From an optimization exercise on the open Yosys and OpenROAD flow, aimed at small area; shortcuts taken in it are not production practice.
Function was checked by simulation only, so behaviour that the tests miss may differ from the original.
Power is estimated from default activity; no workload was simulated.

`config.mk`:
```
export PLATFORM = sky130hd
export DESIGN_NAME = tlb_controller
export DESIGN_NICKNAME = tlb_controller
export VERILOG_FILES = /design/flow/design.v
export SDC_FILE = /design/flow/constraint.sdc
export NUM_CORES = 4
export LEC_CHECK = 0
export CAP_MARGIN = 20
export CORE_MARGIN = 2
export CORE_UTILIZATION = 40
export SLEW_MARGIN = 20
export SYNTH_HIERARCHICAL = 1
```
`constraint.sdc`:
```
create_clock -name core_clock -period 8.0 [get_ports {clock}]
set_input_delay 1.6000 -clock core_clock [delete_from_list [all_inputs] [get_ports {clock}]]
set_output_delay 1.6000 -clock core_clock [all_outputs]
set_load 0.01 [all_outputs]
```
`design.v`:
```
package tlb_pkg;
  localparam int TLB_ENTRY_COUNT = 32;
  localparam int TLB_INDEX_W     = 5;
  localparam int TLB_KEY_W       = 20;
  localparam int TLB_VALUE_W     = 22;
  localparam logic [TLB_INDEX_W-1:0] TLB_RANDOM_MIN = 5'd4;
  localparam logic [TLB_INDEX_W-1:0] TLB_RANDOM_MAX = 5'(TLB_ENTRY_COUNT - 1);
  localparam logic [TLB_KEY_W-1:0]   TLB_KEY_RESET  = 20'hC0000;
  localparam int TLB_V_BIT     = 0;
  localparam int TLB_W_BIT     = 1;
  localparam int TLB_FRAME_LSB = 2;
  localparam int TLB_FRAME_MSB = 21;
endpackage
module tlb_aoi222 (input logic a1, a2, b1, b2, c1, c2, output logic y);
  assign y = !((a1 & a2) | (b1 & b2) | (c1 & c2));
endmodule
module tlb_aoi22 (input logic a1, a2, b1, b2, output logic y);
  assign y = !((a1 & a2) | (b1 & b2));
endmodule
module tlb_oai22 (input logic a1, a2, b1, b2, output logic y);
  assign y = !((a1 | a2) & (b1 | b2));
endmodule
module tlb_key_cmp
(
  input  logic [tlb_pkg::TLB_KEY_W-1:0] key,
  input  logic [tlb_pkg::TLB_KEY_W-1:0] pn,
  output logic                          match
);
  logic [6:0] ok_one;     
  logic [9:0] bad_zero;   
  for (genvar g = 0; g < 6; g++) begin : g_one
    tlb_aoi222 u_aoi (
      .a1(key[3*g]),   .a2(pn[3*g]),
      .b1(key[3*g+1]), .b2(pn[3*g+1]),
      .c1(key[3*g+2]), .c2(pn[3*g+2]),
      .y (ok_one[g])
    );
  end
  tlb_aoi22 u_aoi_last (
    .a1(key[18]), .a2(pn[18]),
    .b1(key[19]), .b2(pn[19]),
    .y (ok_one[6])
  );
  for (genvar g = 0; g < 10; g++) begin : g_zero
    tlb_oai22 u_oai (
      .a1(key[2*g]),   .a2(pn[2*g]),
      .b1(key[2*g+1]), .b2(pn[2*g+1]),
      .y (bad_zero[g])
    );
  end
  tlb_match_reduce u_red (.ok(ok_one), .bad(bad_zero), .match(match));
endmodule
module tlb_match_reduce (input logic [6:0] ok, input logic [9:0] bad, output logic match);
  assign match = (&ok) & !(|bad);
endmodule
module tlb_key_matcher
(
  input  logic [tlb_pkg::TLB_ENTRY_COUNT*tlb_pkg::TLB_KEY_W-1:0] keys,   
  input  logic [tlb_pkg::TLB_KEY_W-1:0]   page,
  output logic                   hit,
  output logic [tlb_pkg::TLB_INDEX_W-1:0] index
);
  localparam int N  = tlb_pkg::TLB_ENTRY_COUNT;
  localparam int KW = tlb_pkg::TLB_KEY_W;
  logic [N-1:0]  match;
  logic [KW-1:0] page_n;
  assign page_n = ~page;
  for (genvar i = 0; i < N; i++) begin : g_cmp
    tlb_key_cmp u_cmp (
      .key   (keys[i*KW +: KW]),
      .pn    (page_n),
      .match (match[i])
    );
  end
  tlb_prio u_prio (.match(match), .hit(hit), .index(index));
endmodule
module tlb_prio
(
  input  logic [tlb_pkg::TLB_ENTRY_COUNT-1:0] match,
  output logic                   hit,
  output logic [tlb_pkg::TLB_INDEX_W-1:0] index
);
  assign hit = |match;
  always_comb begin
    index = '0;
    for (int i = tlb_pkg::TLB_ENTRY_COUNT - 1; i >= 0; i--)
      if (match[i]) index = tlb_pkg::TLB_INDEX_W'(i);
  end
endmodule
module tlb_ao22 (input logic a1, a2, b1, b2, output logic y);
  assign y = (a1 & a2) | (b1 & b2);
endmodule
module tlb_read_bit
(
  input  logic [tlb_pkg::TLB_ENTRY_COUNT-1:0] sel,
  input  logic [tlb_pkg::TLB_ENTRY_COUNT-1:0] bits,
  output logic                                q
);
  logic [10:0] none;    
  for (genvar g = 0; g < 10; g++) begin : g_aoi
    tlb_aoi222 u_aoi (
      .a1(sel[3*g]),   .a2(bits[3*g]),
      .b1(sel[3*g+1]), .b2(bits[3*g+1]),
      .c1(sel[3*g+2]), .c2(bits[3*g+2]),
      .y (none[g])
    );
  end
  tlb_aoi22 u_aoi_last (
    .a1(sel[30]), .a2(bits[30]),
    .b1(sel[31]), .b2(bits[31]),
    .y (none[10])
  );
  tlb_read_reduce u_red (.none(none), .q(q));
endmodule
module tlb_read_reduce (input logic [10:0] none, output logic q);
  assign q = !(&none);
endmodule
module tlb_controller
(
  input  logic                   clock,
  input  logic                   reset,
  input  logic                   transRequest,
  input  logic [tlb_pkg::TLB_KEY_W-1:0]   transPage,
  output logic                   transAccept,
  output logic                   transDone,
  output logic                   transMiss,
  output logic [19:0]            transFrame,
  output logic                   transWritable,
  output logic                   transValid,
  input  logic                   cmdValid,
  input  logic [1:0]             cmdOp,
  input  logic [tlb_pkg::TLB_INDEX_W-1:0] cmdIndex,
  input  logic [tlb_pkg::TLB_KEY_W-1:0]   cmdKey,
  input  logic [tlb_pkg::TLB_VALUE_W-1:0] cmdValue,
  output logic                   cmdReady,
  output logic                   rspValid,
  output logic [tlb_pkg::TLB_INDEX_W-1:0] rspIndex,
  output logic [tlb_pkg::TLB_KEY_W-1:0]   rspKey,
  output logic [tlb_pkg::TLB_VALUE_W-1:0] rspValue,
  output logic                   rspProbeMiss,
  output logic [tlb_pkg::TLB_INDEX_W-1:0] randomIndex,
  output logic [tlb_pkg::TLB_INDEX_W-1:0] vmIndex1,
  input  logic [tlb_pkg::TLB_VALUE_W-1:0] vmReadData1,
  output logic [tlb_pkg::TLB_INDEX_W-1:0] vmIndex2,
  input  logic [tlb_pkg::TLB_VALUE_W-1:0] vmReadData2,
  output logic [tlb_pkg::TLB_VALUE_W-1:0] vmWriteData2,
  output logic                   vmWriteEnable2
);
  localparam int N  = tlb_pkg::TLB_ENTRY_COUNT;
  localparam int KW = tlb_pkg::TLB_KEY_W;
  localparam int IW = tlb_pkg::TLB_INDEX_W;
  logic              busy;
  logic [N*KW-1:0]   keys;    
  logic [N*KW-1:0]   keys_d;
  logic [IW-1:0]     random_q;
  logic              trans_done_q, trans_miss_q;
  logic [IW-1:0]     rsp_index_q;
  logic              rsp_miss_q;
  logic              trans_hit, probe_hit;
  logic [IW-1:0]     trans_index, probe_index;
  logic              write_commit;
  logic [IW-1:0]     cmd_index;    
  logic [KW-1:0]     wkey;
  logic [N-1:0]      we, rsel;
  assign write_commit = !busy && cmdValid && cmdOp[1];
  assign cmd_index    = (cmdOp[1] && cmdOp[0]) ? random_q : cmdIndex;
  tlb_key_matcher u_trans_match (
    .keys  (keys),
    .page  (transPage),
    .hit   (trans_hit),
    .index (trans_index)
  );
  tlb_key_matcher u_probe_match (
    .keys  (keys),
    .page  (cmdKey),
    .hit   (probe_hit),
    .index (probe_index)
  );
  assign wkey = reset ? tlb_pkg::TLB_KEY_RESET : cmdKey;
  always_comb begin
    for (int i = 0; i < N; i++) begin
      we[i]   = reset || (write_commit && (cmd_index == IW'(i)));
      rsel[i] = (rsp_index_q == IW'(i));
    end
  end
  for (genvar i = 0; i < N; i++) begin : g_entry
    for (genvar b = 0; b < KW; b++) begin : g_bit
      tlb_ao22 u_hold (
        .a1 (keys[i*KW + b]),
        .a2 (!we[i]),
        .b1 (wkey[b]),
        .b2 (we[i]),
        .y  (keys_d[i*KW + b])
      );
    end
  end
  for (genvar b = 0; b < KW; b++) begin : g_rbit
    logic [N-1:0] col;
    for (genvar i = 0; i < N; i++) begin : g_col
      assign col[i] = keys[i*KW + b];
    end
    tlb_read_bit u_rbit (
      .sel  (rsel),
      .bits (col),
      .q    (rspKey[b])
    );
  end
  always_ff @(posedge clock) begin
    keys         <= keys_d;
    busy         <= !reset && !busy && cmdValid;
    trans_done_q <= !reset && transAccept;
    trans_miss_q <= !trans_hit;
    rsp_index_q  <= (cmdOp == 2'd0) ? probe_index : cmd_index;
    rsp_miss_q   <= (cmdOp == 2'd0) && !probe_hit;
    if (reset || random_q == tlb_pkg::TLB_RANDOM_MIN) random_q <= tlb_pkg::TLB_RANDOM_MAX;
    else                                             random_q <= random_q - 5'd1;
  end
  assign cmdReady       = !busy;
  assign rspValid       = busy && !reset;
  assign rspIndex       = rsp_index_q;
  assign rspProbeMiss   = rsp_miss_q;
  assign rspValue       = vmReadData2;
  assign vmIndex2       = cmd_index;
  assign vmWriteData2   = cmdValue;
  assign vmWriteEnable2 = write_commit && !reset;
  assign transAccept    = transRequest && !write_commit;
  assign vmIndex1       = trans_index;
  assign transDone      = trans_done_q && !reset;
  assign transMiss      = trans_miss_q;
  assign transFrame     = vmReadData1[tlb_pkg::TLB_FRAME_MSB:tlb_pkg::TLB_FRAME_LSB];
  assign transWritable  = vmReadData1[tlb_pkg::TLB_W_BIT];
  assign transValid     = vmReadData1[tlb_pkg::TLB_V_BIT];
  assign randomIndex    = random_q;
endmodule
```
`run.sh`:
```
#!/bin/bash
# synth_recipe.tcl (not shown) runs the flow's synth.tcl, then flattens the netlist and writes it again
# the make line also repeats each setting of config.mk as NAME=value (left out here)
make -C /OpenROAD-flow-scripts/flow DESIGN_CONFIG=/design/flow/config.mk WORK_HOME=/design/flow/orfs CLKGATE_MAP_FILE= SYNTH_SCRIPT=/design/flow/synth_recipe.tcl finish
```
==> notes.md, run 1 <==
- Critical R2R Launch: keys[226]
- Met2 Use GR: 0.607
- Core Footprint: approximately 0.09 mm2
- Gate Count Post-Synth: around 3.7k
- Post-synthesis mux area share: 0.00209
- FFs w/ async S/R, synth: 0
- Hold Vio Cnt, Final: 0
- CP arrival: 6250 ps
- Highest-count cells in the layout ignoring fill and taps: dfxtp_1, a22o_1, o22ai_1
- Clock Sinks: 654
- H-tree level count: 3
- Reg2Reg Setup Slack: between 3000 and 4000 ps
- Setup crit end kind: output pin
- Die Footprint: 0.0952 mm2
- Initial antenna violation count: 16
- Worst Max-Slew Pin Slew: between 1000 and 1500 ps
- Placed wire-length estimate: about 150 mm
- Busiest layer in global routing: met2
- Power per standard cell area: roughly 230 mW/mm2
- First-pass GRT wire length: between 300 and 400 mm
- Mean Syn Cell Area: 10.1 um2
- Post-layout util: 0.476
- Worst-skew pair later-pin latency: ~670 ps
- Vias in the first global route: 39.5k
- Layout cells sized above 1: 0.184
- Largest family of logic cells by synthesized area: compound AO/OA/AOI/OAI gates
- First-pass DRT Iterations: 19
- Final Setup Violations: 0
- Slew Viols, Final: 0
- Fmax: 0.127 GHz
- GP Congestion: between 1 and 1.5
- Wire per inst: 42.0 um
- Mapped cell area: around 0.037 mm2
- R2R depth: 11
- Top FF cell, synth: dfxtp_1
- Max Buffers Root-to-Sink: 3
- Final Cycle Share: 0.981
- Hold crit path type: reg2reg
- Cts-stage hold buffer count: 0
- Leakage: around 15 nW
- # DRC: 0
- Tmin final: 7850 ps
- CTS tree: built
- Met3 Use GR: 0.164
- Detail Route Antenna Nets: 0
- Area grow syn2layout: 17.8%
- Reg2reg end: rsp_index_q[0]
- Met1 GRT Util: 0.580
- Most common cell after layout, fill and taps aside: dfxtp_1
- Max-cap viol count: 0
- Sequential share of the synthesized area: 0.353
- Synth Area in Compound Gates: 0.471
- Post-CTS sizing: 0
- RSZ-0062 raised after global routing: false
- Worst setup path end: vmIndex1[0]
- Row count: 111
- Setup TNS: 0 ps
- Post-CTS Setup Bufs: 0
- Critical path startpoint category: input port
- Post-Route WL: 221 mm
- Via density: around 8.5
- Adder-cell share of the synthesized area: 0.000337
- Die H: 309 um
- Vias post-DR: ~45k
- Clock Tree Root: clkbuf_16
- Xor-xnor portion of the synthesized cell area: 0.000472
- DRT iter0 DRCs: 13.1k
- Port bufs: 97
- #FFs+latches synth: 654
- CP max FO: 17
- Synth warn: 8
- Crit. Startpoint: transPage[8]
- Req. time, crit path: about 6400 ps
- Syn Nets: 3786
- Post-synthesis simple-gate area fraction: 0.150
- Outcome: no timing/DRC/antenna violations
- Peak supply drop: 0.143 mV
- Die Width: approximately 310 um
- EDFF count, synth: 0
- Clk_skew: about 33 ps
- CTS Buf Count: between 70 and 80
- GRT overflow: 0
- Initial Util: 0.404
- Worst-path clk slew: approximately 60 ps
- Total track usage: 0.442
- Nets: just over 4k
- Boundary Pins: 230
- Synth cell types: 60
- Hold wc startpoint: busy
- Critical path type: in2out
- Slew HR: 0.123
- Largest net degree at the start of global routing: 58
==> power by group <==
part           switching [mW]  internal [mW]
Sequential              0.595           3.54
Combinational            1.30          0.822
Clock                    1.60           2.24
==> state kept, by name, indices dropped and copies added, names as in the netlist <==
| signal | flops |
|---|---|
| rsp_index_q | 5 |
| trans_done_q | 1 |
| trans_miss_q | 1 |
| keys | 640 |
| rsp_miss_q | 1 |
| random_q | 5 |
| busy | 1 |
==> stage by stage <==
step / cell area [um2] / total power, mW / setup slack [ps] / hold WS [ps] / std cells
after floorplan: 37100 / 5.19 / 1930 / 419 / 3668
after global placement: 40900 / 6.14 / 376 / 438 / 5107
after detailed placement: 40900 / 6.14 / 439 / 445 / 5108
after CTS: 43600 / 9.91 / 421 / 453 / 5252
after global routing: 43700 / 10.3 / 77.9 / 476 / 5257
final: 43700 / 10.1 / 149 / 447 / 5265
==> modules after synthesis (local to each module, per instance), excerpt <==
| module | cells inside | flip-flops and latches |
|---|---|---|
| tlb_aoi222 | 1 | 0 |
| tlb_match_reduce | 8 | 0 |
| tlb_ao22 | 1 | 0 |
| tlb_key_matcher | 20 | 0 |
| tlb_oai22 | 1 | 0 |
| tlb_controller | 958 | 654 |
| tlb_prio | 65 | 0 |
| tlb_read_reduce | 4 | 0 |
| tlb_aoi22 | 1 | 0 |
==> cell usage after synthesis, drive strengths merged, types with 3 or more instances <==
| cell type | count | area share |
|---|---|---|
| a22oi | 89 | 0.029 |
| nand2 | 216 | 0.022 |
| inv | 57 | 0.0058 |
| nor4 | 142 | 0.046 |
| or4 | 8 | 0.0020 |
| a22o | 640 | 0.15 |
| nor2b | 22 | 0.0037 |
| nand3 | 23 | 0.0031 |
| or2 | 3 | 0.00051 |
| nand4b | 68 | 0.016 |
| and2 | 5 | 0.00084 |
| nor2 | 123 | 0.013 |
| a21o | 10 | 0.0020 |
| a21oi | 23 | 0.0031 |
| nand4 | 44 | 0.0074 |
| dfxtp | 654 | 0.35 |
| clkbuf | 14 | 0.0014 |
| a211oi | 5 | 0.0017 |
| nor4b | 64 | 0.026 |
| nand3b | 4 | 0.00091 |
| o21ai | 13 | 0.0030 |
| nor3 | 16 | 0.0027 |
| nor3b | 5 | 0.0010 |
| or3 | 21 | 0.0035 |
| nand2b | 7 | 0.0012 |
| a31o | 25 | 0.0061 |
| o22ai | 640 | 0.11 |
| o31ai | 8 | 0.0016 |
| a222oi | 584 | 0.16 |
| a2111oi | 4 | 0.00094 |
| a31oi | 25 | 0.0042 |
| mux2 | 6 | 0.0018 |
| buf | 82 | 0.016 |
==> worst min-delay path by stage <==
stage | endpoint | slack, ps | cells past startpoint
finish | busy | 450 | 1
global route | busy | 480 | 1
CTS | busy | 450 | 1
detailed placement | busy | 450 | 1
global placement | busy | 440 | 1
floorplan | busy | 420 | 1
==> cells by family after synthesis <==
group | count (synthesis)
mux | 7
simple gates | 774
fa+ha+maj | 1
flops | 654
compound gates | 2077
buf+inv | 153
xor+xnor | 2
==> layout make-up <==
| type | instances | area (um2) |
|---|---|---|
| Tap cell | 1243 | 1560 |
| Fill cell | 8629 | 48100 |
| Antenna cell | 11 | 27.5 |
| Inverter | 57 | 219 |
| Sequential cell | 654 | 13100 |
| Clock buffer | 111 | 2370 |
| Multi-Input combinational cell | 2861 | 23400 |
| Clock inverter | 33 | 363 |
| Timing Repair Buffer | 295 | 2710 |
==> routing by layer <==
layer | part of all wire | vias up
met5 | 0.00015 | -
met1 | 0.37 | 21715
met2 | 0.39 | 4559
met4 | 0.079 | 6
met3 | 0.17 | 933
li1 | - | 17659
==> worst max-delay path, cell delays in order <==
cell and delay (ps):
clkdlybuf4s50_1 420, inv_2 580, buf_4 410, o22ai_1 150, nor4_2 270, nand2_1 90, nor4_2 920, a2111oi_0 150
o31ai_1 130, o2111ai_1 150, a221oi_1 570, buf_4 240, clkdlybuf4s50_1 530
==> run 2, diff against run 1 <==
--- a/design.v
+++ b/design.v
@@ -14,11 +14,26 @@
 module tlb_aoi222 (input logic a1, a2, b1, b2, c1, c2, output logic y);
   assign y = !((a1 & a2) | (b1 & b2) | (c1 & c2));
 endmodule
-module tlb_aoi22 (input logic a1, a2, b1, b2, output logic y);
-  assign y = !((a1 & a2) | (b1 & b2));
-endmodule
 module tlb_oai22 (input logic a1, a2, b1, b2, output logic y);
   assign y = !((a1 | a2) & (b1 | b2));
+endmodule
+module tlb_ao22 (input logic a1, a2, b1, b2, output logic y);
+  assign y = (a1 & a2) | (b1 & b2);
+endmodule
+module tlb_nand4 (input logic a, b, c, d, output logic y);
+  assign y = !(a & b & c & d);
+endmodule
+module tlb_nand2 (input logic a, b, output logic y);
+  assign y = !(a & b);
+endmodule
+module tlb_nor2 (input logic a, b, output logic y);
+  assign y = !(a | b);
+endmodule
+module tlb_or4 (input logic a, b, c, d, output logic y);
+  assign y = a | b | c | d;
+endmodule
+module tlb_or3 (input logic a, b, c, output logic y);
+  assign y = a | b | c;
 endmodule
 module tlb_key_cmp
 (
@@ -26,7 +41,7 @@
   input  logic [tlb_pkg::TLB_KEY_W-1:0] pn,
   output logic                          match
 );
-  logic [6:0] ok_one;     
+  logic [5:0] ok_one;     
   logic [9:0] bad_zero;   
   for (genvar g = 0; g < 6; g++) begin : g_one
     tlb_aoi222 u_aoi (
@@ -36,11 +51,6 @@
       .y (ok_one[g])
     );
   end
-  tlb_aoi22 u_aoi_last (
-    .a1(key[18]), .a2(pn[18]),
-    .b1(key[19]), .b2(pn[19]),
-    .y (ok_one[6])
-  );
   for (genvar g = 0; g < 10; g++) begin : g_zero
     tlb_oai22 u_oai (
       .a1(key[2*g]),   .a2(pn[2*g]),
@@ -48,10 +58,30 @@
       .y (bad_zero[g])
     );
   end
-  tlb_match_reduce u_red (.ok(ok_one), .bad(bad_zero), .match(match));
-endmodule
-module tlb_match_reduce (input logic [6:0] ok, input logic [9:0] bad, output logic match);
-  assign match = (&ok) & !(|bad);
+  tlb_match_reduce u_red (
+    .ok    (ok_one),
+    .bad   (bad_zero),
+    .k18   (key[18]), .pn18 (pn[18]),
+    .k19   (key[19]), .pn19 (pn[19]),
+    .match (match)
+  );
+endmodule
+module tlb_match_reduce
+(
+  input  logic [5:0] ok,
+  input  logic [9:0] bad,
+  input  logic       k18, pn18, k19, pn19,
+  output logic       match
+);
+  logic s1, s2, s3, s4, v, w, x;
+  tlb_nand4 u_s1 (.a(ok[0]),  .b(ok[1]),  .c(ok[2]), .d(ok[3]), .y(s1));
+  tlb_or4   u_s2 (.a(bad[0]), .b(bad[1]), .c(bad[2]), .d(bad[3]), .y(s2));
+  tlb_or4   u_s3 (.a(bad[4]), .b(bad[5]), .c(bad[6]), .d(bad[7]), .y(s3));
+  tlb_or4   u_s4 (.a(bad[8]), .b(bad[9]), .c(s1), .d(s2), .y(s4));
+  tlb_nand2 u_v  (.a(ok[4]),  .b(ok[5]),  .y(v));
+  tlb_or3   u_w  (.a(s3), .b(s4), .c(v), .y(w));
+  tlb_ao22  u_x  (.a1(k18), .a2(pn18), .b1(k19), .b2(pn19), .y(x));
+  tlb_nor2  u_m  (.a(w), .b(x), .y(match));
 endmodule
 module tlb_key_matcher
 (
@@ -87,16 +117,13 @@
       if (match[i]) index = tlb_pkg::TLB_INDEX_W'(i);
   end
 endmodule
-module tlb_ao22 (input logic a1, a2, b1, b2, output logic y);
-  assign y = (a1 & a2) | (b1 & b2);
-endmodule
 module tlb_read_bit
 (
   input  logic [tlb_pkg::TLB_ENTRY_COUNT-1:0] sel,
   input  logic [tlb_pkg::TLB_ENTRY_COUNT-1:0] bits,
   output logic                                q
 );
-  logic [10:0] none;    
+  logic [9:0] none;    
   for (genvar g = 0; g < 10; g++) begin : g_aoi
     tlb_aoi222 u_aoi (
       .a1(sel[3*g]),   .a2(bits[3*g]),
@@ -105,15 +132,25 @@
       .y (none[g])
     );
   end
-  tlb_aoi22 u_aoi_last (
-    .a1(sel[30]), .a2(bits[30]),
-    .b1(sel[31]), .b2(bits[31]),
-    .y (none[10])
-  );
-  tlb_read_reduce u_red (.none(none), .q(q));
-endmodule
-module tlb_read_reduce (input logic [10:0] none, output logic q);
-  assign q = !(&none);
+  tlb_read_reduce u_red (
+    .none (none),
+    .s30  (sel[30]), .b30 (bits[30]),
+    .s31  (sel[31]), .b31 (bits[31]),
+    .q    (q)
+  );
+endmodule
+module tlb_read_reduce
+(
+  input  logic [9:0] none,
+  input  logic       s30, b30, s31, b31,
+  output logic       q
+);
+  logic r1, r2, r3, x;
+  tlb_nand4 u_r1 (.a(none[0]), .b(none[1]), .c(none[2]), .d(none[3]), .y(r1));
+  tlb_nand4 u_r2 (.a(none[4]), .b(none[5]), .c(none[6]), .d(none[7]), .y(r2));
+  tlb_nand2 u_r3 (.a(none[8]), .b(none[9]), .y(r3));
+  tlb_ao22  u_x  (.a1(s30), .a2(b30), .b1(s31), .b2(b31), .y(x));
+  tlb_or4   u_q  (.a(r1), .b(r2), .c(r3), .d(x), .y(q));
 endmodule
 module tlb_controller
 (
--- a/config.mk
+++ b/config.mk
@@ -8,5 +8,8 @@
 export CAP_MARGIN = 20
 export CORE_MARGIN = 2
 export CORE_UTILIZATION = 40
+export CTS_BUF_LIST = sky130_fd_sc_hd__clkbuf_16
+export CTS_CLUSTER_DIAMETER = 60
+export CTS_CLUSTER_SIZE = 30
 export SLEW_MARGIN = 20
 export SYNTH_HIERARCHICAL = 1
==> run 2 against run 1 <==
Compared with the run above:
- the layout now fails its checks (setup timing)
- register-to-register slack got worse by 420 ps
- critical path type unchanged
- die area fell by 4.5%
- highest routed layer unchanged
- critical path depth rose by 2
- critical endpoint unchanged
- synthesized cell count fell by 1.7%
- global-route usage fell by 0.69 points
- setup slack got worse by 180 ps
==> notes.md, run 2 <==
- Non-filler cells, final: 5123 (-2.7%)
- Yosys top cell area share: 0.369 (+0.0167)
- Tmin final: 8030 ps (+177 ps)
- Leakage: 14.9 nW (+0.17%)
- Clock power share: 0.369 (-0.012)
- GRT overflow: 0 (unchanged)
- Critical path type: in2out
- Worst-skew pair later-pin latency: 660 ps (about the same)
- Via density: 8.67 (+1.7%)
- Highest-count cells in the layout ignoring fill and taps: a22o_1, dfxtp_1, o22ai_1
- CP arrival: 6430 ps (+180 ps)
- Max Buffers Root-to-Sink: 3 (unchanged)
- Most frequent cell after synthesis: a22o_1
- CTS tree: built
- CP max FO: 15 (-2)
- Setup crit end kind: output pin
- Slew Viols, Final: 0 (unchanged)
- Worst-path clk slew: 70 ps (about the same)
- Vias in the first global route: 39.0k (-1.3%)
- Switching share of power: 0.364 (+0.0179)
- Synth cell types: 57 (-5.0%)
- #FFs+latches synth: 654 (unchanged)
- Initial Util: 0.402 (-0.00205)
- Core Footprint: 0.0881 mm2 (-4.0%)
- Crit. Startpoint: transPage[9]
- Worst Max-Slew Pin Slew: 1320 ps (+3.87 ps)
- Peak supply drop: 0.151 mV (+5.6%)
- Total track usage: 0.436 (-0.00687)
- Comb pwr share: 0.203 (-0.007)
- Port bufs: 97 (unchanged)
- Critical R2R Launch: keys[581]
- Largest net degree at the start of global routing: 49 (-16%)
- Hold Vio Cnt, Final: 0 (unchanged)
- First-pass DRT Iterations: 23 (+4)
- Hold Slack: 466 ps (+18.7 ps)
- Fillers: 8462 (-1.9%)
- Syn Nets: 3722 (-1.7%)
- Req. time, crit path: 6400 ps (about the same)
- Top FF cell, synth: dfxtp_1
- Most common cell after layout, fill and taps aside: a22o_1
- GP Congestion: 1.06 (-6.6%)
- Power per standard cell area: 228 mW/mm2 (-1.1%)
- Initial antenna violation count: 8 (-8)
- Fmax: 0.125 GHz (-2.2%)
- Layout cells sized above 1: 0.120 (-0.0639)
- Clock Tree Root: clkbuf_16
- Post-CTS Setup Bufs: 0 (unchanged)
- Detail Route Antenna Nets: 0 (unchanged)
- Gate Count Post-Synth: 3604 (-1.7%)
- List of most frequent post-synthesis cells: a22o_1, dfxtp_1, o22ai_1
- Final WS setup: -28.3 ps (-177 ps)
- Sequential share of the synthesized area: 0.369 (+0.0167)
- Clk_skew: 27.9 ps (-5.48 ps)
- Top Registers: keys (640), random_q (5), rsp_index_q (5)
- Die H: 302 um (-2.3%)
- First-pass GRT wire length: 291 mm (-5.1%)
- Inst Count DP: 4997 (-2.2%)
- Largest Register: keys
- # DRC: 0 (unchanged)
- Seq pwr share: 0.429 (+0.019)
- EDFF count, synth: 0 (unchanged)
- Synth top area cells: dfxtp_1, a22o_1, a222oi_1
- Hold crit path type: reg2reg
- FFs w/ async S/R, synth: 0 (unchanged)
- CTS Buf Count: 67 (-15%)
- Nets: 4019 (-1.2%)
- Mapped cell area: 0.0354 mm2 (-4.5%)
- Largest register FFs: 640 (unchanged)
- Mean Syn Cell Area: 9.83 um2 (-2.8%)
- Net switching component of the power: 3.48 mW (about the same)
- Blocking Checks: setup timing
- Final Cycle Share: 1.00 (+0.0221)
- Hold wc startpoint: busy
- Critical path startpoint category: input port
- Synth warn: 8 (unchanged)
- Vias post-DR: 44.4k (-1.0%)
- Boundary Pins: 230 (unchanged)
- Row count: 109 (-1.8%)
- Wire per inst: 41.0 um (-2.6%)
- Outcome: complete, but fails checks
- Slew HR: 0.120 (-0.00258)
- H-tree level count: 3 (unchanged)
- Cts-stage hold buffer count: 0 (unchanged)
- DRT iter0 DRCs: 12.0k (-8.3%)
- Int Pwr: 6.10 mW (-7.6%)
- Final Setup Violations: 1 (+1)
- Leading area contributor after synthesis: dfxtp_1
- Clock Sinks: 654 (unchanged)
- Die Footprint: 0.0910 mm2 (-4.5%)
- Area grow syn2layout: 18.5%
- Post-Route WL: 210 mm (-5.2%)
- Die Width: 302 um (-2.3%)
- Max-cap viol count: 0 (unchanged)
- RSZ-0062 raised after global routing: false
- Placed wire-length estimate: 141 mm (-4.1%)
[run 2: changes by cell type after synthesis, moves of 44 or more]
| cell | before | now |
|---|---|---|
| a22oi_2 | 84 | 0 |
| or3_1 | 21 | 65 |
| nor4_2 | 128 | 0 |
| nand4_1 | 44 | 108 |
| or4_1 | 4 | 216 |
| nand4b_1 | 68 | 4 |
| nor4b_2 | 64 | 0 |
| nand2_1 | 216 | 108 |
| a22o_1 | 640 | 724 |
[run 2: final cells by class]
| cell class | instances | area [um2] | area share |
|---|---|---|---|
| diodes | 2 | 5.00 | 0.000119 |
| clock buffers | 69 | 1730 | 0.0411 |
| clock inverters | 55 | 738 | 0.0176 |
| inverters | 57 | 215 | 0.00513 |
| multi-input cells | 2797 | 21700 | 0.517 |
| flip-flops and latches | 654 | 13100 | 0.312 |
| well taps | 1165 | 1460 | 0.0347 |
| repair buffers | 324 | 3040 | 0.0725 |
[run 2: critical path, cell delays in order]
cell	delay (ps)
clkdlybuf4s50_1	470
inv_2	370
buf_12	330
buf_4	180
a222oi_1	410
nand4_1	130
or4_1	400
or3_1	410
nor2_1	430
nor3_1	100
o21a_1	180
a2111oi_1	560
a221oi_4	160
buf_4	180
clkdlybuf4s50_1	470
[run 2: logic make-up (layout without fill, tap and decap cells)]
kind of cell,Yosys count,after routing,synth area share
compound gates,2077,2077,0.484
simple gates,710,710,0.118
flops,654,654,0.369
buf+inv,153,505,0.0248
mux,7,7,0.00219
xor+xnor,2,2,0.000494
fa+ha+maj,1,1,0.000353
other cells,0,2,0
[run 2: per-layer routing]
metal	track usage	wire length [um]	vias up
met3	0.176	37000	915
met1	0.575	75900	21394
met5	0	119	-
li1	-	-	17576
met2	0.579	79500	4517
met4	0.280	17300	12
[run 2: path summary, 6_finish.rpt]
path / endpoint / slack (ps) / cells after the start
worst min-delay path: busy / 470 / 1
worst max-delay path: vmIndex1[0] / -30 / 15
worst max register to register: rsp_index_q[0] / 3520 / 12
worst min register to register: busy / 470 / 1
[run 2: power by group through the flow]
stage / Clock (mW) / Sequential, mW / Combinational [mW]
finish: 3.53 / 4.11 / 1.94
global route: 3.66 / 4.13 / 1.98
CTS: 3.54 / 4.06 / 1.82
detailed placement: 0 / 4.14 / 1.82
global placement: 0 / 4.15 / 1.81
floorplan: 0 / 3.92 / 1.12
[run 2: repair_timing]
action                                  CTS  global route
pin swaps                                 0             1
endpoints found under the setup margin    1             1
resized for setup                         1             7
[run 2: modules after synthesis (local to each module, per instance), excerpt]
module	copies in the design	cells	flip-flops and latches	cell area [um2]
tlb_aoi222	584	1	0	10.0
tlb_key_matcher	2	20	0	75.1
tlb_nand4	104	1	0	6.26
tlb_or4	212	1	0	7.51
tlb_prio	2	65	0	385
tlb_nor2	64	1	0	3.75
tlb_nand2	84	1	0	3.75
tlb_controller	1	958	654	15100
[run 2: metrics by stage]
step / area, um2 / TNS (ps) / total power, mW / util / setup slack [ps]
2_1_floorplan: 35400 / 0 / 5.04 / - / 1310
3_3_place_gp: 39400 / -184 / 5.95 / 0.448 / -184
3_5_place_dp: 39500 / -154 / 5.95 / 0.448 / -154
4_1_cts: 41900 / 0 / 9.42 / 0.476 / 38.5
5_1_grt: 42000 / 0 / 9.77 / 0.476 / 0.0115
6_report: 42000 / -28.3 / 9.59 / 0.477 / -28.3
==> run 3, diff against run 2 <==
==> flow/run.sh (new file) <==
#!/bin/bash
set -euo pipefail
export BUFFER_PORTS_ARGS="-buffer_cell sky130_fd_sc_hd__buf_1"
export CTS_ARGS="-sink_clustering_enable -repair_clock_nets -sink_clustering_size 30 -sink_clustering_max_diameter 60 -buf_list sky130_fd_sc_hd__clkbuf_16 -dont_use_dummy_load"
bash standard.sh finish > standard_flow.log 2>&1
==> standard.sh (new file) <==
#!/bin/bash
# synth_recipe.tcl (not shown) runs the flow's synth.tcl, then flattens the netlist and writes it again
# the make line also repeats each setting of config.mk as NAME=value (left out here)
make -C /OpenROAD-flow-scripts/flow DESIGN_CONFIG=/design/flow/config.mk WORK_HOME=/design/flow/orfs CLKGATE_MAP_FILE= SYNTH_SCRIPT=/design/flow/synth_recipe.tcl "${@:-finish}"
==> config.mk (replaced) <==
export PLATFORM = sky130hd
export DESIGN_NAME = tlb_controller
export DESIGN_NICKNAME = tlb_controller
export VERILOG_FILES = /design/flow/design.v
export SDC_FILE = /design/flow/constraint.sdc
export NUM_CORES = 4
export LEC_CHECK = 0
export CAP_MARGIN = 20
export CELL_PAD_IN_SITES_DETAIL_PLACEMENT = 1
export CELL_PAD_IN_SITES_GLOBAL_PLACEMENT = 1
export CORE_MARGIN = 2
export CORE_UTILIZATION = 50
export SLEW_MARGIN = 20
export SYNTH_HIERARCHICAL = 1
removed: run.sh
==> run 3 against run 2 <==
Compared with the run above:
- now clean on timing, DRC and antenna
- power decreased by 10%
- count of clock-buffer cells in the layout shrank 15
- routed wire length increased by 9.5%
- combinational power grew 3%
- register-to-register slack got worse by 400 ps
- sequential share of layout area up 1.8 points
- global-route usage grew 16 points
- largest cell class unchanged
- largest power group unchanged
- highest routed layer unchanged
==> notes.md, run 3 <==
- Outcome: no timing/DRC/antenna violations
- Hold wc startpoint: busy
- Die H: 270 um (-10%)
- Top FF cell, synth: dfxtp_1
- Worst-path clk slew: 70 ps (about the same)
- CTS Buf Count: 54 (-19%)
- FFs w/ async S/R, synth: 0 (unchanged)
- Critical path type: in2out
- Final Setup Violations: 0 (-1)
- List of most frequent post-synthesis cells: a22o_1, dfxtp_1, o22ai_1
- CP max FO: 17 (+2)
- Post-CTS sizing: 0 (-1)
- R2R depth: 12 (unchanged)
- Clock Sinks: 654 (unchanged)
- Crit-path max cell delay: 520 ps (-40 ps)
- Detail Route Antenna Nets: 0 (unchanged)
- Tmin final: 7520 ps (-507 ps)
- Via density: 9.92 (+14%)
- Gate Count Post-Synth: 3604 (unchanged)
- Highest-count cells in the layout ignoring fill and taps: a22o_1, dfxtp_1, o22ai_1
- Hold Vio Cnt, Final: 0 (unchanged)
- First-pass GRT wire length: 324 mm (+11%)
- Clock Tree Root: clkbuf_16
- Nets: 3968 (-1.3%)
- Critical R2R Launch: keys[622]
- Initial Util: 0.505 (+0.103)
- Boundary Pins: 230 (unchanged)
- EDFF count, synth: 0 (unchanged)
- Layout cells sized above 1: 0.0962 (-0.0242)
- H-tree level count: 2 (-1)
- Post-CTS Setup Bufs: 0 (unchanged)
- DRT iter0 DRCs: 14.9k (+24%)
- Critical path startpoint category: input port
- CTS tree: built
- Leading area contributor after synthesis: dfxtp_1
- Hold crit path type: reg2reg
- Fillers: 7848 (-7.3%)
- Reg2Reg Setup Slack: 3120 ps (-400 ps)
- Fmax: 0.133 GHz (+6.7%)
- Largest net degree at the start of global routing: 65 (+33%)
- Reg2reg end: rsp_index_q[0]
- Initial antenna violation count: 27 (+19)
- Sequential share of the synthesized area: 0.369 (unchanged)
- Crit. Startpoint: transPage[0]
- Largest Register: keys
- Row count: 97 (-11%)
- CP arrival: 5920 ps (-510 ps)
- Power per standard cell area: 217 mW/mm2 (-5.1%)
- Slew Viols, Final: 0 (unchanged)
- Setup crit end kind: output pin
- Wire per inst: 47.7 um (+17%)
- Slew HR: 0.150 (+0.0305)
- Syn Nets: 3722 (unchanged)
- Clk_skew: 57.4 ps (+29.5 ps)
- Post-layout util: 0.565 (+0.0887)
- Final Cycle Share: 0.940 (-0.0633)
- Top Registers: keys (640), random_q (5), rsp_index_q (5)
- Core Footprint: 0.0701 mm2 (-20%)
- Worst-skew pair later-pin latency: 690 ps (+30 ps)
- Cts-stage hold buffer count: 0 (unchanged)
- Peak supply drop: 0.200 mV (+33%)
- Mean Syn Cell Area: 9.83 um2 (unchanged)
- GP Congestion: 1.17 (+10%)
- Port bufs: 97 (unchanged)
- Req. time, crit path: 6400 ps (about the same)
- Die Footprint: 0.0730 mm2 (-20%)
- Vias post-DR: 47.7k (+7.4%)
- Largest register FFs: 640 (unchanged)
- Worst Max-Slew Pin Slew: 1270 ps (-45.7 ps)
- Max-cap viol count: 0 (unchanged)
- Setup TNS: 0 ps (+28.3 ps)
- Placed wire-length estimate: 147 mm (+4.1%)
- GRT overflow: 0 (unchanged)
- Max Buffers Root-to-Sink: 3 (unchanged)
- Total track usage: 0.594 (+0.159)
- Post-Route WL: 230 mm (+9.5%)
- Mapped cell area: 0.0354 mm2 (unchanged)
- Cell Chain, Critical Path: buf_1 > inv_2 > buf_4 > o22ai_1 > or4_1 > or4_1 > or3_1 > nor2_1 > inv_1 > a2111oi_0 > o31ai_1 > o2111ai_1 > a221oi_1 > buf_4 > buf_1
- RSZ-0062 raised after global routing: false
- Area grow syn2layout: 11.9%
- #FFs+latches synth: 654 (unchanged)
- Synth warn: 8 (unchanged)
- Leakage: 13.9 nW (-6.6%)
- Worst setup path end: vmIndex1[0]
- First-pass DRT Iterations: 22 (-4.3%)
- Most common cell after layout, fill and taps aside: a22o_1
- Synth top area cells: dfxtp_1, a22o_1, a222oi_1
- Synth cell types: 57 (unchanged)
- Most frequent cell after synthesis: a22o_1
- Yosys top cell area share: 0.369 (unchanged)
- Worst path slowest cell: or4_1
- # DRC: 0 (unchanged)
- Die Width: 270 um (-10%)
- Vias in the first global route: 45.0k (+16%)
## run 3: cell counts after synthesis
Identical to the previous run, type by type.
## run 3: critical path, delay by kind of cell
family	cells	cell delay, ps
AOI/OAI and AO/OA	5	1190
and+or+nand+nor	4	1760
buffers and inverters	6	1310
## run 3: worst min path at each step
stage,to,slack (ps),depth (start not counted)
floorplan,busy,420,1
detailed placement,busy,440,1
CTS,busy,450,1
finish,busy,460,1
global route,busy,470,1
global placement,busy,430,1
## run 3: power breakdown
group	switching, mW	internal [mW]	leakage, nW
registers	0.614	3.54	5.44
clock network	1.27	1.18	0.666
logic	1.27	0.727	7.83
total	3.15	5.44	13.9
## run 3: modules after synthesis (local to each module, per instance), a selection
module / copies in the design / area (um2)
tlb_or4: 212 / 7.51
tlb_oai22: 640 / 6.26
tlb_ao22: 724 / 8.76
tlb_aoi222: 584 / 10.0
tlb_nand2: 84 / 3.75
tlb_controller: 1 / 15100
tlb_nand4: 104 / 6.26
tlb_prio: 2 / 385
tlb_nor2: 64 / 3.75
tlb_key_matcher: 2 / 75.1
tlb_or3: 64 / 6.26
## run 3: routing by layer
layer	track usage	routed length, um
met5	0.00855	198
met4	0.465	25100
met3	0.340	44300
met2	0.794	86000
met1	0.688	74100
## run 3: area by class of cell
type / count / area [um2] / area share
Antenna cell: 23 / 57.6 / 0.00145
Clock buffer: 54 / 1350 / 0.0341
Multi-Input combinational cell: 2797 / 21700 / 0.547
Timing Repair Buffer: 286 / 2060 / 0.0520
Sequential cell: 654 / 13100 / 0.330
Inverter: 57 / 214 / 0.00540
Tap cell: 940 / 1180 / 0.0297
## run 3: cell families (layout without fill, tap and decap cells)
logic type / Yosys count / in the layout / synth area share
adders and majority gates: 1 / 1 / 0.000353
buffers and inverters: 153 / 397 / 0.0248
muxes: 7 / 7 / 0.00219
DFF: 654 / 654 / 0.369
xor gates and xnor gates: 2 / 2 / 0.000494
AOI/OAI and AO/OA: 2077 / 2077 / 0.484
and+or+nand+nor: 710 / 710 / 0.118
other: 0 / 23 / 0
## run 3: stage by stage
step | cell area, um2 | total power [mW] | worst slack [ps] | hold WS (ps) | std cells
6_report | 39600 | 8.60 | 478 | 460 | 4811
5_1_grt | 39600 | 8.66 | 546 | 473 | 4790
4_1_cts | 39500 | 8.30 | 754 | 455 | 4782
3_5_place_dp | 38200 | 5.96 | 753 | 445 | 4728
3_3_place_gp | 38200 | 5.88 | 763 | 428 | 4728
2_1_floorplan | 35400 | 5.04 | 1310 | 419 | 3604
==> run 4, diff against run 3 <==
--- a/design.v
+++ b/design.v
@@ -29,6 +29,12 @@
 module tlb_nor2 (input logic a, b, output logic y);
   assign y = !(a | b);
 endmodule
+module tlb_nand3 (input logic a, b, c, output logic y);
+  assign y = !(a & b & c);
+endmodule
+module tlb_and2 (input logic a, b, output logic y);
+  assign y = a & b;
+endmodule
 module tlb_or4 (input logic a, b, c, d, output logic y);
   assign y = a | b | c | d;
 endmodule
@@ -36,41 +42,54 @@
   assign y = a | b | c;
 endmodule
 module tlb_key_cmp
-(
-  input  logic [tlb_pkg::TLB_KEY_W-1:0] key,
-  input  logic [tlb_pkg::TLB_KEY_W-1:0] pn,
+#(
+  parameter bit FAST = 1'b0    
+)
+(
+  input  logic [tlb_pkg::TLB_KEY_W-1:0] key_n,
+  input  logic [tlb_pkg::TLB_KEY_W-1:0] page,
   output logic                          match
 );
   logic [5:0] ok_one;     
   logic [9:0] bad_zero;   
   for (genvar g = 0; g < 6; g++) begin : g_one
     tlb_aoi222 u_aoi (
-      .a1(key[3*g]),   .a2(pn[3*g]),
-      .b1(key[3*g+1]), .b2(pn[3*g+1]),
-      .c1(key[3*g+2]), .c2(pn[3*g+2]),
+      .a1(key_n[3*g]),   .a2(page[3*g]),
+      .b1(key_n[3*g+1]), .b2(page[3*g+1]),
+      .c1(key_n[3*g+2]), .c2(page[3*g+2]),
       .y (ok_one[g])
     );
   end
   for (genvar g = 0; g < 10; g++) begin : g_zero
     tlb_oai22 u_oai (
-      .a1(key[2*g]),   .a2(pn[2*g]),
-      .b1(key[2*g+1]), .b2(pn[2*g+1]),
+      .a1(key_n[2*g]),   .a2(page[2*g]),
+      .b1(key_n[2*g+1]), .b2(page[2*g+1]),
       .y (bad_zero[g])
     );
   end
-  tlb_match_reduce u_red (
-    .ok    (ok_one),
-    .bad   (bad_zero),
-    .k18   (key[18]), .pn18 (pn[18]),
-    .k19   (key[19]), .pn19 (pn[19]),
-    .match (match)
-  );
+  if (FAST) begin : g_fast
+    tlb_match_reduce_fast u_red (
+      .ok    (ok_one),
+      .bad   (bad_zero),
+      .k18   (key_n[18]), .p18  (page[18]),
+      .k19   (key_n[19]), .p19  (page[19]),
+      .match (match)
+    );
+  end else begin : g_small
+    tlb_match_reduce u_red (
+      .ok    (ok_one),
+      .bad   (bad_zero),
+      .k18   (key_n[18]), .p18  (page[18]),
+      .k19   (key_n[19]), .p19  (page[19]),
+      .match (match)
+    );
+  end
 endmodule
 module tlb_match_reduce
 (
   input  logic [5:0] ok,
   input  logic [9:0] bad,
-  input  logic       k18, pn18, k19, pn19,
+  input  logic       k18, p18, k19, p19,
   output logic       match
 );
   logic s1, s2, s3, s4, v, w, x;
@@ -80,12 +99,35 @@
   tlb_or4   u_s4 (.a(bad[8]), .b(bad[9]), .c(s1), .d(s2), .y(s4));
   tlb_nand2 u_v  (.a(ok[4]),  .b(ok[5]),  .y(v));
   tlb_or3   u_w  (.a(s3), .b(s4), .c(v), .y(w));
-  tlb_ao22  u_x  (.a1(k18), .a2(pn18), .b1(k19), .b2(pn19), .y(x));
+  tlb_ao22  u_x  (.a1(k18), .a2(p18), .b1(k19), .b2(p19), .y(x));
   tlb_nor2  u_m  (.a(w), .b(x), .y(match));
 endmodule
+module tlb_match_reduce_fast
+(
+  input  logic [5:0] ok,
+  input  logic [9:0] bad,
+  input  logic       k18, p18, k19, p19,
+  output logic       match
+);
+  logic [4:0] y;
+  logic       b1, b2, b3, b4, c1, c2;
+  for (genvar j = 0; j < 5; j++) begin : g_pair
+    tlb_nor2 u_y (.a(bad[2*j]), .b(bad[2*j+1]), .y(y[j]));
+  end
+  tlb_nand4 u_b1 (.a(ok[0]), .b(ok[1]), .c(ok[2]), .d(ok[3]), .y(b1));
+  tlb_nand4 u_b2 (.a(ok[4]), .b(ok[5]), .c(y[0]),  .d(y[1]),  .y(b2));
+  tlb_nand3 u_b3 (.a(y[2]),  .b(y[3]),  .c(y[4]),  .y(b3));
+  tlb_ao22  u_b4 (.a1(k18), .a2(p18), .b1(k19), .b2(p19), .y(b4));
+  tlb_nor2  u_c1 (.a(b1), .b(b2), .y(c1));
+  tlb_nor2  u_c2 (.a(b3), .b(b4), .y(c2));
+  tlb_and2  u_m  (.a(c1), .b(c2), .y(match));
+endmodule
 module tlb_key_matcher
-(
-  input  logic [tlb_pkg::TLB_ENTRY_COUNT*tlb_pkg::TLB_KEY_W-1:0] keys,   
+#(
+  parameter bit FAST = 1'b0
+)
+(
+  input  logic [tlb_pkg::TLB_ENTRY_COUNT*tlb_pkg::TLB_KEY_W-1:0] keys_n,   
   input  logic [tlb_pkg::TLB_KEY_W-1:0]   page,
   output logic                   hit,
   output logic [tlb_pkg::TLB_INDEX_W-1:0] index
@@ -93,12 +135,10 @@
   localparam int N  = tlb_pkg::TLB_ENTRY_COUNT;
   localparam int KW = tlb_pkg::TLB_KEY_W;
   logic [N-1:0]  match;
-  logic [KW-1:0] page_n;
-  assign page_n = ~page;
   for (genvar i = 0; i < N; i++) begin : g_cmp
-    tlb_key_cmp u_cmp (
-      .key   (keys[i*KW +: KW]),
-      .pn    (page_n),
+    tlb_key_cmp #(.FAST(FAST)) u_cmp (
+      .key_n (keys_n[i*KW +: KW]),
+      .page  (page),
       .match (match[i])
     );
   end
@@ -121,7 +161,7 @@
 (
   input  logic [tlb_pkg::TLB_ENTRY_COUNT-1:0] sel,
   input  logic [tlb_pkg::TLB_ENTRY_COUNT-1:0] bits,
-  output logic                                q
+  output logic                                q_n
 );
   logic [9:0] none;    
   for (genvar g = 0; g < 10; g++) begin : g_aoi
@@ -136,21 +176,22 @@
     .none (none),
     .s30  (sel[30]), .b30 (bits[30]),
     .s31  (sel[31]), .b31 (bits[31]),
-    .q    (q)
+    .q_n  (q_n)
   );
 endmodule
 module tlb_read_reduce
 (
   input  logic [9:0] none,
   input  logic       s30, b30, s31, b31,
-  output logic       q
-);
-  logic r1, r2, r3, x;
+  output logic       q_n
+);
+  logic r1, r2, r3, r, x;
   tlb_nand4 u_r1 (.a(none[0]), .b(none[1]), .c(none[2]), .d(none[3]), .y(r1));
   tlb_nand4 u_r2 (.a(none[4]), .b(none[5]), .c(none[6]), .d(none[7]), .y(r2));
   tlb_nand2 u_r3 (.a(none[8]), .b(none[9]), .y(r3));
+  tlb_or3   u_r  (.a(r1), .b(r2), .c(r3), .y(r));
   tlb_ao22  u_x  (.a1(s30), .a2(b30), .b1(s31), .b2(b31), .y(x));
-  tlb_or4   u_q  (.a(r1), .b(r2), .c(r3), .d(x), .y(q));
+  tlb_nor2  u_q  (.a(r), .b(x), .y(q_n));
 endmodule
 module tlb_controller
 (
@@ -187,8 +228,8 @@
   localparam int KW = tlb_pkg::TLB_KEY_W;
   localparam int IW = tlb_pkg::TLB_INDEX_W;
   logic              busy;
-  logic [N*KW-1:0]   keys;    
-  logic [N*KW-1:0]   keys_d;
+  logic [N*KW-1:0]   keys_n;    
+  logic [N*KW-1:0]   keys_n_d;
   logic [IW-1:0]     random_q;
   logic              trans_done_q, trans_miss_q;
   logic [IW-1:0]     rsp_index_q;
@@ -197,23 +238,23 @@
   logic [IW-1:0]     trans_index, probe_index;
   logic              write_commit;
   logic [IW-1:0]     cmd_index;    
-  logic [KW-1:0]     wkey;
+  logic [KW-1:0]     wkey_n;
   logic [N-1:0]      we, rsel;
   assign write_commit = !busy && cmdValid && cmdOp[1];
   assign cmd_index    = (cmdOp[1] && cmdOp[0]) ? random_q : cmdIndex;
-  tlb_key_matcher u_trans_match (
-    .keys  (keys),
+  tlb_key_matcher #(.FAST(1'b1)) u_trans_match (
+    .keys_n (keys_n),
     .page  (transPage),
     .hit   (trans_hit),
     .index (trans_index)
   );
   tlb_key_matcher u_probe_match (
-    .keys  (keys),
+    .keys_n (keys_n),
     .page  (cmdKey),
     .hit   (probe_hit),
     .index (probe_index)
   );
-  assign wkey = reset ? tlb_pkg::TLB_KEY_RESET : cmdKey;
+  assign wkey_n = reset ? ~tlb_pkg::TLB_KEY_RESET : ~cmdKey;
   always_comb begin
     for (int i = 0; i < N; i++) begin
       we[i]   = reset || (write_commit && (cmd_index == IW'(i)));
@@ -223,27 +264,27 @@
   for (genvar i = 0; i < N; i++) begin : g_entry
     for (genvar b = 0; b < KW; b++) begin : g_bit
       tlb_ao22 u_hold (
-        .a1 (keys[i*KW + b]),
+        .a1 (keys_n[i*KW + b]),
         .a2 (!we[i]),
-        .b1 (wkey[b]),
+        .b1 (wkey_n[b]),
         .b2 (we[i]),
-        .y  (keys_d[i*KW + b])
+        .y  (keys_n_d[i*KW + b])
       );
     end
   end
   for (genvar b = 0; b < KW; b++) begin : g_rbit
     logic [N-1:0] col;
     for (genvar i = 0; i < N; i++) begin : g_col
-      assign col[i] = keys[i*KW + b];
+      assign col[i] = keys_n[i*KW + b];
     end
     tlb_read_bit u_rbit (
       .sel  (rsel),
       .bits (col),
-      .q    (rspKey[b])
+      .q_n  (rspKey[b])
     );
   end
   always_ff @(posedge clock) begin
-    keys         <= keys_d;
+    keys_n       <= keys_n_d;
     busy         <= !reset && !busy && cmdValid;
     trans_done_q <= !reset && transAccept;
     trans_miss_q <= !trans_hit;
==> flow/run.sh (replaced) <==
#!/bin/bash
set -euo pipefail
export BUFFER_PORTS_ARGS="-buffer_cell sky130_fd_sc_hd__buf_1"
export CTS_ARGS="-sink_clustering_enable -repair_clock_nets -sink_clustering_size 24 -sink_clustering_max_diameter 100 -buf_list sky130_fd_sc_hd__clkbuf_16 -dont_use_dummy_load"
export RECOVER_POWER=100
bash standard.sh finish > standard_flow.log 2>&1
--- a/config.mk
+++ b/config.mk
@@ -10,5 +10,6 @@
 export CELL_PAD_IN_SITES_GLOBAL_PLACEMENT = 1
 export CORE_MARGIN = 2
 export CORE_UTILIZATION = 50
+export SETUP_SLACK_MARGIN = 0.2
 export SLEW_MARGIN = 20
 export SYNTH_HIERARCHICAL = 1
==> run 4 against run 3 <==
Compared with the run above:
- now fails the layout checks on capacitance limit, slew limit
- flip-flop and latch count unchanged
- clock power down 21%
- fmax down 4.3%
- first-iteration DRC count rose by 3.5%
- cell count grew 0.87%
==> notes.md, run 4 <==
- Outcome: complete, but fails checks
- Blocking Checks: capacitance limit, slew limit
- RSZ-0062 raised after global routing: false
- Power per standard cell area: 218 mW/mm2 (+0.52%)
- Leakage: 14.1 nW (+1.4%)
- Leading area contributor after synthesis: dfxtp_1
- GP Congestion: 1.14 (-2.0%)
- Number of buffer and inverter stages on the critical path: 2 (-4)
- Port bufs: 97 (unchanged)
- Top Registers: keys_n (640), random_q (5), rsp_index_q (5)
- Clock Tree Root: clkbuf_16
- Layout cells sized above 1: 0.0684 (-0.0278)
- # DRC: 0 (unchanged)
- Die H: 271 um (+0.19%)
- Max-cap viol count: 15 (+15)
- Post-Route WL: 230 mm (about the same)
- Most frequent cell after synthesis: a22o_1
- H-tree level count: 2 (unchanged)
- Highest-count cells in the layout ignoring fill and taps: a22o_1, dfxtp_1, o22ai_1
- #FFs+latches synth: 654 (unchanged)
- Cell Chain, Critical Path: or3_1 > nor2_1 > clkbuf_1 > a222oi_1 > nand4_1 > or3_1 > nor2_1 > buf_1
- Die Width: 271 um (+0.19%)
- Req. time, crit path: 6400 ps (about the same)
- Synth top area cells: dfxtp_1, a22o_1, a222oi_1
- Sequential share of the synthesized area: 0.368 (-0.00140)
- Hold Vio Cnt, Final: 0 (unchanged)
- GRT overflow: 0 (unchanged)
- Max Buffers Root-to-Sink: 3 (unchanged)
- Boundary Pins: 230 (unchanged)
- Crit path max-delay family: simple AND/OR/NAND/NOR gates
- Row count: 97 (unchanged)
- Critical path startpoint category: flip-flop
- Vias post-DR: 47.6k (-0.28%)
- Mean Syn Cell Area: 9.58 um2 (-2.5%)
- Fmax: 0.127 GHz (-4.3%)
- Post-CTS Setup Bufs: 0 (unchanged)
- Worst-skew pair later-pin latency: 640 ps (-50 ps)
- Tmin final: 7860 ps (+341 ps)
- CP max FO: 20 (+3)
- Cts-stage hold buffer count: 0 (unchanged)
- Largest Register: keys_n
- Synth warn: 8 (unchanged)
- EDFF count, synth: 0 (unchanged)
- Hold crit path type: reg2reg
- Initial Util: 0.506 (+0.00105)
- Worst path slowest cell: a222oi_1
- Placed wire-length estimate: 147 mm (about the same)
- Initial antenna violation count: 19 (-30%)
- DRT iter0 DRCs: 15.4k (+3.5%)
- Setup TNS: 0 ps (unchanged)
- Largest register FFs: 640 (unchanged)
- Syn Nets: 3830 (+2.9%)
- Crit-path max cell delay: 1270 ps (+750 ps)
- Nets: 4024 (+1.4%)
- CTS Buf Count: 34 (-37%)
- Most common cell after layout, fill and taps aside: a22o_1
- Yosys top cell area share: 0.368 (-0.00140)
- Top FF cell, synth: dfxtp_1
- CP arrival: 6260 ps (+340 ps)
- Mapped cell area: 0.0356 mm2 (+0.38%)
- Post-CTS sizing: 0 (unchanged)
- Synth cell types: 57 (unchanged)
- Critical path type: reg2out
- Detail Route Antenna Nets: 0 (unchanged)
- FFs w/ async S/R, synth: 0 (unchanged)
- Core Footprint: 0.0703 mm2 (+0.17%)
- Via density: 9.80 (-1.1%)
- First-pass GRT wire length: 321 mm (-0.79%)
- Peak supply drop: 0.214 mV (+6.6%)
- CTS tree: built
- First-pass DRT Iterations: 23 (+4.5%)
- Vias in the first global route: 44.9k (-0.24%)
- Final Cycle Share: 0.983 (+0.0426)
- Final Setup Violations: 0 (unchanged)
- Slew Viols, Final: 346 (+346)
- Gate Count Post-Synth: 3712 (+3.0%)
- Slew HR: -1.94 (-2.09)
- Die Footprint: 0.0733 mm2 (+0.37%)
- Clock Sinks: 654 (unchanged)
- Worst-path clk slew: 100 ps (+30 ps)
- Area grow syn2layout: 8.92%
- Wire per inst: 47.3 um (-0.94%)
- Total track usage: 0.589 (-0.00486)
- Worst Max-Slew Pin Slew: 4360 ps (+3090 ps)
- Largest net degree at the start of global routing: 65 (unchanged)
- Clk_skew: 72.6 ps (+15.2 ps)
- Total power: 8.44 mW (-1.8%)
- Setup crit end kind: output pin
- List of most frequent post-synthesis cells: a22o_1, dfxtp_1, o22ai_1
-- run 4: cell families after synthesis --
kind of cell,Yosys count,share of synthesized area
fa+ha+maj,1,0.000352
flops,654,0.368
buf+inv,113,0.0204
xor+xnor,2,0.000493
mux,7,0.00218
simple gates,858,0.126
compound gates,2077,0.483
-- run 4: cell type report --
class / count / area, um2
Fill cell: 7858 / 31500
Clock buffer: 34 / 851
Tap cell: 940 / 1180
Inverter: 17 / 63.8
Timing Repair Buffer: 254 / 1780
Multi-Input combinational cell: 2945 / 21800
Sequential cell: 654 / 13100
Antenna cell: 9 / 22.5
-- run 4: metal layers --
layer	track usage	vias to the layer above	part of all wire
li1	-	17492	-
met3	0.346	1898	0.20
met1	0.689	22488	0.33
met4	0.462	32	0.11
met5	0.00724	-	0.0023
met2	0.773	5662	0.36
-- run 4: per-stage QoR --
step / hold slack (ps) / area [um2] / setup slack, ps / utilization / instances
after floorplan: 419 / 35600 / 3230 / - / 3712
after global placement: 433 / 38000 / 1060 / 0.541 / 4806
after detailed placement: 472 / 38000 / 1000 / 0.541 / 4807
after CTS: 485 / 38900 / 1010 / 0.553 / 4841
after global routing: 501 / 38700 / 482 / 0.551 / 4847
final: 486 / 38700 / 137 / 0.551 / 4853
-- run 4: Yosys stat by module, one instance, submodules excluded, a selection --
module	copies in the design	cells
tlb_nand3	32	1
tlb_ao22	724	1
tlb_aoi222	584	1
tlb_and2	32	1
tlb_or3	52	1
tlb_prio	2	65
tlb_controller	1	958
tlb_oai22	640	1
tlb_or4	96	1
tlb_nand2	52	1
tlb_nor2	276	1
tlb_nand4	136	1
-- run 4: power breakdown --
group / leakage, nW / internal, mW / switching (mW)
Combinational: 8.20 / 0.783 / 1.43
Sequential: 5.51 / 3.58 / 0.715
Clock: 0.419 / 0.766 / 1.17
Total: 14.1 / 5.13 / 3.32
-- run 4: path summary, 6_finish.rpt --
| path | startpoint | end | slack, ps | depth (start not counted) |
|---|---|---|---|---|
| max | rsp_index_q[3] | rspKey[7] | 140 | 8 |
| min | busy | busy | 490 | 1 |
| max reg2reg | random_q[3] | keys_n[243] | 3410 | 4 |
| min reg2reg | busy | busy | 490 | 1 |
==> run 5, diff against run 4 <==
==> flow/run.sh (replaced) <==
#!/bin/bash
set -euo pipefail
export BUFFER_PORTS_ARGS="-buffer_cell sky130_fd_sc_hd__buf_1"
export CTS_ARGS="-sink_clustering_enable -repair_clock_nets -sink_clustering_size 24 -sink_clustering_max_diameter 100 -buf_list sky130_fd_sc_hd__clkbuf_16 -dont_use_dummy_load"
bash standard.sh finish > standard_flow.log 2>&1
==> run 5 against run 4 <==
Compared with the run above:
- now clean on timing, DRC and antenna
- non-clock buffer count did not move
- routed wire length decreased by 0.18%
- critical path type unchanged
- flip-flop and latch count did not move
- clock power about the same
- utilization rose by 0.27 points
- fmax rose by 5.3%
- clock skew up 1.7 ps
- cell count about the same
- highest routed layer unchanged
- global-route usage unchanged
==> notes.md, run 5 <==
- Gate Count Post-Synth: 3712 (unchanged)
- Max Buffers Root-to-Sink: 3 (unchanged)
- Most common cell after layout, fill and taps aside: a22o_1
- Post-layout util: 0.554 (+0.00271)
- FFs w/ async S/R, synth: 0 (unchanged)
- Post-Route WL: 229 mm (-0.18%)
- Peak supply drop: 0.213 mV (-0.12%)
- R2R depth: 12 (+8)
- GRT overflow: 0 (unchanged)
- Tmin final: 7470 ps (-396 ps)
- Die Footprint: 0.0733 mm2 (unchanged)
- Critical path startpoint category: flip-flop
- Crit. Startpoint: rsp_index_q[3]
- Synth warn: 8 (unchanged)
- Hold Path Depth: 1 (unchanged)
- # DRC: 0 (unchanged)
- Largest family of logic cells by synthesized area: compound AO/OA/AOI/OAI gates
- Worst setup path end: rspKey[7]
- Critical path type: reg2out
- Post-CTS sizing: 0 (unchanged)
- Cell Chain, Critical Path: or3_1 > nor2_1 > buf_4 > a222oi_1 > nand4_1 > or3_1 > nor2_1 > buf_1
- Area grow syn2layout: 9.46%
- Fmax: 0.134 GHz (+5.3%)
- Largest register FFs: 640 (unchanged)
- Total power: 8.44 mW (about the same)
- Placed wire-length estimate: 147 mm (unchanged)
- Boundary Pins: 230 (unchanged)
- Synth cell types: 57 (unchanged)
- Slew Viols, Final: 0 (-100%)
- Final Setup Violations: 0 (unchanged)
- Top FF cell, synth: dfxtp_1
- Nets: 4024 (unchanged)
- Worst Max-Slew Pin Slew: 1310 ps (-3050 ps)
- H-tree level count: 2 (unchanged)
- Req. time, crit path: 6400 ps (about the same)
- Clock Tree Root: clkbuf_16
- EDFF count, synth: 0 (unchanged)
- CTS Buf Count: 34 (unchanged)
- Adder-cell share of the synthesized area: 0.000352 (unchanged)
- Initial Util: 0.506 (unchanged)
- Top Registers: keys_n (640), random_q (5), rsp_index_q (5)
- Synth Area in Compound Gates: 0.483 (unchanged)
- Xor-xnor portion of the synthesized cell area: 0.000492 (unchanged)
- Initial antenna violation count: 19 (unchanged)
- Vias post-DR: 47.8k (+0.52%)
- Port bufs: 97 (unchanged)
- Largest net degree at the start of global routing: 65 (unchanged)
- Outcome: no timing/DRC/antenna violations
- Core Footprint: 0.0703 mm2 (unchanged)
- Most frequent cell after synthesis: a22o_1
- Detail Route Antenna Nets: 0 (unchanged)
- Mean Syn Cell Area: 9.58 um2 (unchanged)
- Total track usage: 0.589 (unchanged)
- Yosys top cell area share: 0.368 (unchanged)
- Die Width: 271 um (unchanged)
- Leakage: 14.2 nW (+0.71%)
- Max-cap viol count: 0 (-15)
- Critical R2R Launch: keys_n[581]
- Leading area contributor after synthesis: dfxtp_1
- RSZ-0062 raised after global routing: false
- Crit-path max cell delay: 1160 ps (-110 ps)
- Reg2Reg Setup Slack: 3580 ps (+170 ps)
- DRT iter0 DRCs: 15.7k (+1.5%)
- Layout cells sized above 1: 0.0812 (+0.0128)
- Setup crit end kind: output pin
- Power per standard cell area: 217 mW/mm2 (-0.48%)
- Post-synthesis simple-gate area fraction: 0.126 (unchanged)
- Vias in the first global route: 44.9k (unchanged)
- Highest-count cells in the layout ignoring fill and taps: a22o_1, dfxtp_1, o22ai_1
- Worst path slowest cell: dfxtp_1
- Final Cycle Share: 0.933 (-0.0495)
- Syn Nets: 3830 (unchanged)
- Post-CTS Setup Bufs: 0 (unchanged)
- Worst-path clk slew: 100 ps (about the same)
- CP max FO: 20 (unchanged)
- Reg2reg end: rsp_index_q[0]
- Via density: 9.85 (+0.44%)
- Synth top area cells: dfxtp_1, a22o_1, a222oi_1
- Worst-skew pair later-pin latency: 640 ps (about the same)
- Hold Vio Cnt, Final: 0 (unchanged)
- Clk_skew: 74.3 ps (+1.72 ps)
- Largest Register: keys_n
- CP arrival: 5870 ps (-390 ps)
- Hold Slack: 487 ps (+1.12 ps)
- Slew HR: 0.124 (+2.06)
- Mapped cell area: 0.0356 mm2 (unchanged)
- Post-synthesis mux area share: 0.00218 (unchanged)
- CTS tree: built
- Hold crit path type: reg2reg
- Setup TNS: 0 ps (unchanged)
- List of most frequent post-synthesis cells: a22o_1, dfxtp_1, o22ai_1
- Row count: 97 (unchanged)
- GP Congestion: 1.14 (unchanged)
- #FFs+latches synth: 654 (unchanged)
- Wire per inst: 47.2 um (-0.27%)
- Sequential share of the synthesized area: 0.368 (unchanged)
- First-pass GRT wire length: 321 mm (unchanged)
- Clock Sinks: 654 (unchanged)
- First-pass DRT Iterations: 21 (-8.7%)
- Cts-stage hold buffer count: 0 (unchanged)
- Die H: 271 um (unchanged)
run 5: cell counts after synthesis:
No cell type changed its count.
run 5: how the worst min path moves through the flow:
stage / end / startpoint
2_1_floorplan: busy / busy
3_3_place_gp: busy / busy
3_5_place_dp: busy / busy
4_1_cts: busy / busy
5_1_grt: busy / busy
6_report: busy / busy
run 5: critical path: cells and delay by family, from the launching register on:
kind	cells	cell delay (ps)
flops	1	1160
buf+inv	2	490
compound gates	1	1140
simple gates	5	2440
run 5: kinds of logic (layout without fill, tap and decap cells):
kind of cell             Yosys count  after routing
other                              0             13
multiplexers                       7              7
AND/OR/NAND/NOR                  858            858
buffers and inverters            113            305
flip-flops                       654            654
adder cells (fa/ha/maj)            1              1
AO/OA/AOI/OAI                   2077           2077
XOR/XNOR                           2              2
run 5: through the flow:
stage | instance area (um2) | std cells | setup slack (ps)
2_1_floorplan | 35600 | 3712 | 3230
3_3_place_gp | 38000 | 4806 | 1060
3_5_place_dp | 38000 | 4807 | 1000
4_1_cts | 38900 | 4841 | 1010
5_1_grt | 38900 | 4844 | 874
6_report | 38900 | 4857 | 533
run 5: modules after synthesis (local to each module, per instance), a selection:
module | flip-flops and latches | area [um2] | copies in the design | cells inside
tlb_nand4 | 0 | 6.26 | 136 | 1
tlb_nor2 | 0 | 3.75 | 276 | 1
tlb_nand2 | 0 | 3.75 | 52 | 1
tlb_nand3 | 0 | 5.00 | 32 | 1
tlb_ao22 | 0 | 8.76 | 724 | 1
tlb_or3 | 0 | 6.26 | 52 | 1
tlb_prio | 0 | 385 | 2 | 65
tlb_oai22 | 0 | 6.26 | 640 | 1
run 5: final cells by class:
class | count | area, um2
multi-input cells | 2945 | 21900
fillers | 7826 | 31300
well taps | 940 | 1180
flip-flops and latches | 654 | 13100
repair buffers | 254 | 1850
inverters | 17 | 63.8
clock buffers | 34 | 851
diodes | 13 | 32.5
run 5: per-layer routing:
layer,GRT usage,part of all wire
met1,0.689,0.32
met4,0.462,0.11
met2,0.773,0.37
met3,0.346,0.20
met5,0.00724,0.00070
run 5: power breakdown:
part	internal [mW]	switching (mW)	total, mW	leakage [nW]
registers	3.58	0.716	4.29	5.51
logic	0.788	1.43	2.22	8.30
clock network	0.765	1.17	1.93	0.419

==> what the ideal ports hide <==
In the flow no input, the clock included, has a driving cell. The finished layouts below were timed again as built, in two steps.
Step 1, drivers: a clkbuf_16 drives clock and a buf_2 each remaining input, both assumed.
Step 2 moves the port delays by t, midway between the first and last clock arrival at a register: inputs arrive t later, outputs are due t later. That takes back most of the time a late clock gives input paths.
a / b / c = ideal ports / drivers / drivers and shift; a / b = the first two.
run	t, ns	slack for setup (ns)	pins driven straight from the clock port
run 1	0.734	0.149 / 0.124 / 0.124	1
run 2	0.718	-0.028 / -0.052 / -0.052	1
run 3	0.736	0.478 / 0.454 / 0.454	1
run 4	0.679	0.137 / 0.067 / -0.183	1
run 5	0.679	0.533 / 0.462 / 0.886	1
The setup slack of run 4, which loses most, moves by -0.070 ns with the drivers and by -0.320 ns with both steps.
